This is an optimization exercise on Yosys and OpenROAD, whose aim is small area, not a production implementation.
RTL that was checked went through simulation tests only; none was proved equivalent to the original.
Power is estimated from default activity; no workload was simulated.

==> inputs of branch umber <==
==> flow/design.v (excerpt) <==
module dtw_ctrl (
    input  logic               clk,
    input  logic               nrst,
    input  logic               i_valid,
    input  logic               i_bt_end,
    input  dtw_pkg::sample_t   i_r,
    input  dtw_pkg::sample_t   i_t,
    output logic               o_ready,
    output logic               o_dc_ena,
    output logic               o_bt_ena,
    output dtw_pkg::mem_addr_t o_addr,
    output logic               o_wr,
    output dtw_pkg::sample_t   o_r,
    output dtw_pkg::sample_t   o_t,
    output dtw_pkg::src_t      o_tsrc,
    output dtw_pkg::src_t      o_rsrc,
    output dtw_pkg::sel_t      o_sel0,
    output dtw_pkg::sel_t      o_sel1,
    output dtw_pkg::sel_t      o_sel2
);
==> module dtw_ref_window, before the edit <==
module dtw_ref_window (
    input  logic             clk,
    input  logic             nrst,
    input  dtw_pkg::step_t   i_step,
    input  dtw_pkg::sample_t i_r,
    output dtw_pkg::sample_t o_r
);
    localparam int NSLOT = 7;
    dtw_pkg::sample_t win0;
    dtw_pkg::sample_t slot [NSLOT];
    logic [NSLOT-1:0] wr_en;    
    logic [NSLOT-1:0] rd_slot;  
    logic             rd_win0;
    always_ff @(posedge clk) begin
        win0 <= i_r;
    end
    always_comb begin
        wr_en = '0;
        if ((i_step >= 6'd2 && i_step <= 6'd19) || (i_step >= 6'd34 && i_step <= 6'd40)) begin
            wr_en[i_step % NSLOT] = 1'b1;
        end
    end
    always_ff @(posedge clk) begin
        for (int j = 0; j < NSLOT; j++) begin
            if (wr_en[j]) slot[j] <= win0;
        end
    end
    always_comb begin
        rd_win0 = 1'b0;
        rd_slot = '0;
        case (i_step)
            6'd0, 6'd1:   rd_win0    = 1'b1;
            6'd11, 6'd23: rd_slot[0] = 1'b1;
            6'd12, 6'd26: rd_slot[1] = 1'b1;
            6'd3, 6'd14, 6'd29: rd_slot[2] = 1'b1;
            6'd4, 6'd15, 6'd31: rd_slot[3] = 1'b1;
            6'd6, 6'd17, 6'd34: rd_slot[4] = 1'b1;
            6'd7, 6'd19, 6'd37: rd_slot[5] = 1'b1;
            6'd9, 6'd21:  rd_slot[6] = 1'b1;
            default: ;
        endcase
    end
    dtw_pkg::sample_t pick;
    always_comb begin
        pick = rd_win0 ? win0 : '0;
        for (int j = 0; j < NSLOT; j++) begin
            pick = pick | (rd_slot[j] ? slot[j] : '0);
        end
    end
    always_ff @(posedge clk or negedge nrst) begin
        if (!nrst) begin
            o_r <= '0;
        end else if (rd_win0 || (|rd_slot)) begin
            o_r <= pick;
        end
    end
endmodule
Settings: LEC_CHECK=0, CAP_MARGIN=20, CORE_MARGIN=2, CORE_UTILIZATION=40, SLEW_MARGIN=20, SYNTH_MEMORY_MAX_BITS=16384; clock period 8.0 ns.
run.sh (not shown) runs the stock make flow with config.mk's settings and CLKGATE_MAP_FILE= SYNTH_SCRIPT=/design/flow/synth_recipe.tcl, a recipe that flattens the netlist after the stock synthesis.
==> branch quartz (differences from branch umber) <==
--- a/flow/design.v
+++ b/flow/design.v
@@ -222,53 +222,42 @@
     input  dtw_pkg::sample_t i_r,
     output dtw_pkg::sample_t o_r
 );
-    localparam int NSLOT = 7;
-    dtw_pkg::sample_t win0;
-    dtw_pkg::sample_t slot [NSLOT];
-    logic [NSLOT-1:0] wr_en;    
-    logic [NSLOT-1:0] rd_slot;  
-    logic             rd_win0;
+    dtw_pkg::sample_t win [20];
+    logic                              pick_en;
+    logic [$clog2(20)-1:0] pick_idx;
     always_ff @(posedge clk) begin
-        win0 <= i_r;
-    end
-    always_comb begin
-        wr_en = '0;
-        if ((i_step >= 6'd2 && i_step <= 6'd19) || (i_step >= 6'd34 && i_step <= 6'd40)) begin
-            wr_en[i_step % NSLOT] = 1'b1;
-        end
-    end
-    always_ff @(posedge clk) begin
-        for (int j = 0; j < NSLOT; j++) begin
-            if (wr_en[j]) slot[j] <= win0;
+        win[0] <= i_r;
+        for (int k = 1; k < 20; k++) begin
+            win[k] <= win[k-1];
         end
     end
     always_comb begin
-        rd_win0 = 1'b0;
-        rd_slot = '0;
+        pick_en  = 1'b1;
+        pick_idx = '0;
         case (i_step)
-            6'd0, 6'd1:   rd_win0    = 1'b1;
-            6'd11, 6'd23: rd_slot[0] = 1'b1;
-            6'd12, 6'd26: rd_slot[1] = 1'b1;
-            6'd3, 6'd14, 6'd29: rd_slot[2] = 1'b1;
-            6'd4, 6'd15, 6'd31: rd_slot[3] = 1'b1;
-            6'd6, 6'd17, 6'd34: rd_slot[4] = 1'b1;
-            6'd7, 6'd19, 6'd37: rd_slot[5] = 1'b1;
-            6'd9, 6'd21:  rd_slot[6] = 1'b1;
-            default: ;
+            6'd0, 6'd1:   pick_idx = 5'd0;
+            6'd3, 6'd4:   pick_idx = 5'd1;
+            6'd6, 6'd7:   pick_idx = 5'd2;
+            6'd9:         pick_idx = 5'd3;
+            6'd11, 6'd12: pick_idx = 5'd4;
+            6'd14, 6'd15: pick_idx = 5'd5;
+            6'd17:        pick_idx = 5'd6;
+            6'd19:        pick_idx = 5'd7;
+            6'd21:        pick_idx = 5'd8;
+            6'd23:        pick_idx = 5'd9;
+            6'd26:        pick_idx = 5'd11;
+            6'd29:        pick_idx = 5'd13;
+            6'd31:        pick_idx = 5'd14;
+            6'd34:        pick_idx = 5'd16;
+            6'd37:        pick_idx = 5'd18;
+            default:      pick_en = 1'b0;
         endcase
     end
-    dtw_pkg::sample_t pick;
-    always_comb begin
-        pick = rd_win0 ? win0 : '0;
-        for (int j = 0; j < NSLOT; j++) begin
-            pick = pick | (rd_slot[j] ? slot[j] : '0);
-        end
-    end
     always_ff @(posedge clk or negedge nrst) begin
         if (!nrst) begin
             o_r <= '0;
-        end else if (rd_win0 || (|rd_slot)) begin
-            o_r <= pick;
+        end else if (pick_en) begin
+            o_r <= win[pick_idx];
         end
     end
 endmodule
==> comparison table <==
item	branch umber	branch quartz
Result of the run	finished clean	finished clean
Post-Route WL	38930 µm	58650 µm
Relative area of clock buffers and inverters in the final design	6.912%	9.606%
Wire length of the first global-routing pass	60010 µm	87920 µm
Xor and xnor fraction of the mapped netlist area	0.8173%	0.2539%
CP max stage cell	sky130_fd_sc_hd__o31ai_1	sky130_fd_sc_hd__dfrtp_1
Overall die width	196.7 µm	231.5 µm
Number of sequential storage elements	361	691
Final total power	0.008881 W	0.01232 W
Cells after synthesis	1126	1686
Area grow syn2layout	24.96%	24.71%
Final cycle utilization of the critical path	89.34%	69.32%
Metal1 wirelength	17000 µm	26550 µm
Effective utilization at floorplan	40.56%	40.43%
FF+latch area	9831 µm²	14340 µm²
Startpoint of the worst register-to-register path	u_fsm.o_step[4]	u_fsm.o_step[0]
Non-CTS buffers	234	239
Number of DRC markers after the initial detailed-route iteration	1351	1189
Core footprint	36610 µm²	51200 µm²
Post-Place Setup Slack	0.9764 ns	3.090 ns
Kind of critical path	reg -> reg	reg -> out
Function not checked in branch quartz: the RTL went through the layout flow alone.

## port drivers added, routing unchanged
Ports are ideal in the flow. The routed layouts listed here were re-timed in OpenROAD.
Step 1 assumes that a clkbuf_16 drives the clock port and a buf_2 every other input.
Step 2 also shifts input and output timing later by t, the mid clock arrival at the registers, as if the neighbouring blocks saw the same clock.
a / b / c = no drivers / after step 1 / after step 2; a / b = the first two.
run | shift t [ns] | setup slack, ns | hold slack, ns | worst setup path at the end | clock arrival spread, ns
branch umber | 0.585 | 0.852 / 0.852 / 0.852 | 0.464 / 0.464 / 0.464 | register to register | 0.019 / 0.018
branch quartz | 0.643 | 2.454 / 2.393 / 3.036 | 0.320 / 0.320 / 0.320 | register to output | 0.027 / 0.028
After both steps setup and hold are still met in every run listed.
